This design comes from an exercise in tuning for small area and a short achievable clock period on the open sky130 flow, not from production work. RTL that was checked went through simulation tests only; none was proved equivalent to the original. No activity file was given, so power comes from the tool's default toggle rates.

## pwl_transform_engine
module pwl_transform_engine (
  input  logic        clock,
  input  logic        rst_n,
  input  logic        tbl_wr,
  input  logic [3:0]  tbl_addr,
  input  logic [11:0] tbl_m,
  input  logic [11:0] tbl_c,
  input  logic        cal_begin,
  output logic        cal_busy,
  output logic        cal_valid,
  input  logic        in_valid,
  input  logic [11:0] indata,
  output logic        out_valid,
  output logic [11:0] outdata
);
==> flow/config.mk <==
export PLATFORM = sky130hd
export DESIGN_NAME = pwl_transform_engine
export DESIGN_NICKNAME = pwl_transform_engine
export VERILOG_FILES = /design/flow/design.v
export SDC_FILE = /design/flow/constraint.sdc
export NUM_CORES = 4
export LEC_CHECK = 0
export ABC_AREA = 1
export CAP_MARGIN = 20
export CORE_MARGIN = 2
export CORE_UTILIZATION = 60
export SLEW_MARGIN = 20
==> flow/constraint.sdc <==
create_clock -name core_clock -period 10.0 [get_ports {clock}]
set_input_delay 2.0000 -clock core_clock [delete_from_list [all_inputs] [get_ports {clock}]]
set_output_delay 2.0000 -clock core_clock [all_outputs]
set_load 0.01 [all_outputs]
standard.sh (not shown) runs the stock make flow with config.mk's settings and CLKGATE_MAP_FILE= SYNTH_SCRIPT=/design/flow/synth_recipe.tcl, a recipe that flattens the netlist after the stock synthesis.
==> flow/flow/run.sh <==
#!/bin/bash
# The standard layout (standard.sh: unchanged synthesis and ORFS steps) with two changes
# to how the layout is made, both set on make's command line:
# - SETUP_SLACK_MARGIN (flow/margin.txt): ORFS's timing repair aims for this much setup slack
#   at the design's clock period;
# - CTS_ARGS (flow/cts_args.txt): clock tree synthesis options (no dummy loads, buffer list).
# make's full output goes to flow_make.log here; ORFS keeps each step's log under orfs/logs/.
set -euo pipefail
MARGIN=$(cat flow/margin.txt)
CTS=$(cat flow/cts_args.txt)
sed "s|^make -C|make SETUP_SLACK_MARGIN=$MARGIN 'CTS_ARGS=$CTS' -C|" standard.sh > standard_own.sh
bash standard_own.sh > flow_make.log 2>&1
==> flow/flow/cts_args.txt <==
-sink_clustering_enable -repair_clock_nets -dont_use_dummy_load -buf_list sky130_fd_sc_hd__clkbuf_8
==> flow/flow/margin.txt <==
6.5
The baseline ran to the end with no violations.
Rerun with:
--- a/flow/design.v
+++ b/flow/design.v
@@ -10,32 +10,31 @@
   output logic        cal_valid,
   input  logic        in_valid,
   input  logic [11:0] indata,
   output logic        out_valid,
   output logic [11:0] outdata
 );
-  logic        busy_q, pre_0_q, pre_a_q, pre_b_q, pre_c_q, div_q, finm_q, holdm_q, fin_q, hold_q;
+  logic        busy_q, pre_0_q, pre_a_q, pre_b_q, pre_c_q, div_q, finm_q, fin_q, hold_q;
   logic        vm_q, valid_q;
   logic [3:0]  cnt_q, seg_q;
-  logic [15:0] rsel_q, rsg_q;
+  logic [15:0] rsel_q;
   logic        start, seg_end, last_seg, adv, radv;
   assign start    = cal_begin & ~busy_q;
   assign seg_end  = div_q & (cnt_q == 4'd11);
   assign last_seg = seg_q == 4'd14;
   assign adv      = pre_b_q | (div_q & (cnt_q == 4'd10));
-  assign radv     = pre_0_q | (div_q & (cnt_q == 4'd8));
+  assign radv     = pre_a_q | (div_q & (cnt_q == 4'd9));
   always_ff @(posedge clock or negedge rst_n) begin
     if (!rst_n) begin
       busy_q  <= 1'b0;
       pre_0_q <= 1'b0;
       pre_a_q <= 1'b0;
       pre_b_q <= 1'b0;
       pre_c_q <= 1'b0;
       div_q   <= 1'b0;
       finm_q  <= 1'b0;
-      holdm_q <= 1'b1;
       fin_q   <= 1'b0;
       hold_q  <= 1'b1;
       vm_q    <= 1'b0;
       valid_q <= 1'b0;
       cnt_q   <= '0;
       seg_q   <= '0;
@@ -44,13 +43,12 @@
       pre_a_q <= pre_0_q;
       pre_b_q <= pre_a_q;
       pre_c_q <= pre_b_q;
       if (pre_c_q)                  div_q <= 1'b1;
       else if (seg_end && last_seg) div_q <= 1'b0;
       finm_q  <= div_q & last_seg & (cnt_q == 4'd10);
-      holdm_q <= ~(div_q & last_seg & (cnt_q == 4'd10));
       fin_q   <= finm_q;
       hold_q  <= ~finm_q;
       if (start)      busy_q <= 1'b1;
       else if (fin_q) busy_q <= 1'b0;
       if (finm_q) vm_q <= 1'b1;
       if (fin_q)  valid_q <= 1'b1;
@@ -61,31 +59,36 @@
   end
   logic [11:0] pm_q [16];
   logic [11:0] pc_q [16];
   logic [15:0] pv_q;
   always_ff @(posedge clock or negedge rst_n) begin
     if (!rst_n) pv_q <= '0;
+    else if (pre_0_q) pv_q <= '1;
     else if (tbl_wr && !busy_q) pv_q[tbl_addr] <= 1'b1;
   end
+  logic [11:0] wm, wc;
+  assign wm = tbl_m & {12{~busy_q}};
+  assign wc = tbl_c & {12{~busy_q}};
   always_ff @(posedge clock) begin
-    if (tbl_wr && !busy_q) begin
-      pm_q[tbl_addr] <= tbl_m;
-      pc_q[tbl_addr] <= tbl_c;
+    for (int i = 0; i < 16; i++) begin
+      if ((tbl_wr && !busy_q && tbl_addr == 4'(i)) || (pre_0_q && !pv_q[i])) begin
+        pm_q[i] <= wm;
+        pc_q[i] <= wc;
+      end
     end
   end
   always_ff @(posedge clock) begin
     if (start)     rsel_q <= 16'd1;
     else if (radv) rsel_q <= {rsel_q[14:0], rsel_q[15]};
-    rsg_q <= rsel_q & pv_q;
   end
   logic [11:0] rd_m, rd_c, rd_m_q, rd_c_q, pr_m_q, pr_c_q;
   always_comb begin
     rd_m = '0;
     rd_c = '0;
     for (int i = 0; i < 16; i++) begin
-      if (rsg_q[i]) begin
+      if (rsel_q[i]) begin
         rd_m = rd_m | pm_q[i];
         rd_c = rd_c | pc_q[i];
       end
     end
   end
   always_ff @(posedge clock) begin
@@ -140,14 +143,14 @@
   always_ff @(posedge clock) sr_q <= {sr_q[178:0], bit_in};
   logic [11:0] am_q [16];
   logic [11:0] ac_q [16];
   logic [11:0] as_q [15];
   always_ff @(posedge clock) begin
     for (int i = 0; i < 16; i++) begin
-      am_q[i] <= (pm_q[i] & {12{finm_q & pv_q[i]}}) | (am_q[i] & {12{holdm_q}});
-      ac_q[i] <= (pc_q[i] & {12{fin_q & pv_q[i]}}) | (ac_q[i] & {12{hold_q}});
+      if (finm_q) am_q[i] <= pm_q[i];
+      if (fin_q)  ac_q[i] <= pc_q[i];
     end
     for (int i = 0; i < 15; i++)
       as_q[i] <= (sr_q[12*(14-i) +: 12] & {12{fin_q}}) | (as_q[i] & {12{hold_q}});
   end
   logic        v1_q, v2_q, v3_q;
   logic [11:0] x_q, m_q;
Outcome: The changed run completed with no timing, DRC or antenna violations; power climbs by a few percent; setup slack improved by 0.17 ns; maximum frequency came out higher by a few percent; die area decreases slightly; sequential cell count drops by 17; first-iteration DRC count fell by roughly a tenth; worst hold slack is worse by 0.032 ns; global-route usage decreases by 5.1 points; routed wire length decreases by roughly a tenth; count of clock-buffer cells in the layout came out lower by 6; combinational power grows by well over a third; final cell count goes down by roughly a tenth; register-to-register slack gets better by 0.21 ns.
For the first run of this note, only the layout was checked, not whether the RTL still works.

## afterwards: timing with drivers on the ports
No port has a modelled driver above. Below, the same layouts with a new extraction and two added sets of constraints. Step 1 assumes that a clkbuf_16 drives the clock port and a buf_2 every other input. Step 2 times the ports against the registers' clock, not the clock port: input delays grow and output delays shrink by t, the midpoint of the rising clock arrivals with the driver on. Slacks: ideal ports / drivers / drivers and shift; pairs: ideal ports / drivers.
run	t (ns)	setup slack, ns	worst register clock-pin slew, ns	worst slew at a driven data input, ns
the first run	0.918	6.313 / 6.313 / 5.716	0.07 / 0.07	0.15
the second run	0.932	6.485 / 6.416 / 5.670	0.07 / 0.07	0.09
After both steps setup and hold are still met in every run listed. For the second run, which loses most, drivers alone change the setup slack by -0.069 ns; drivers and shift together by -0.815 ns.
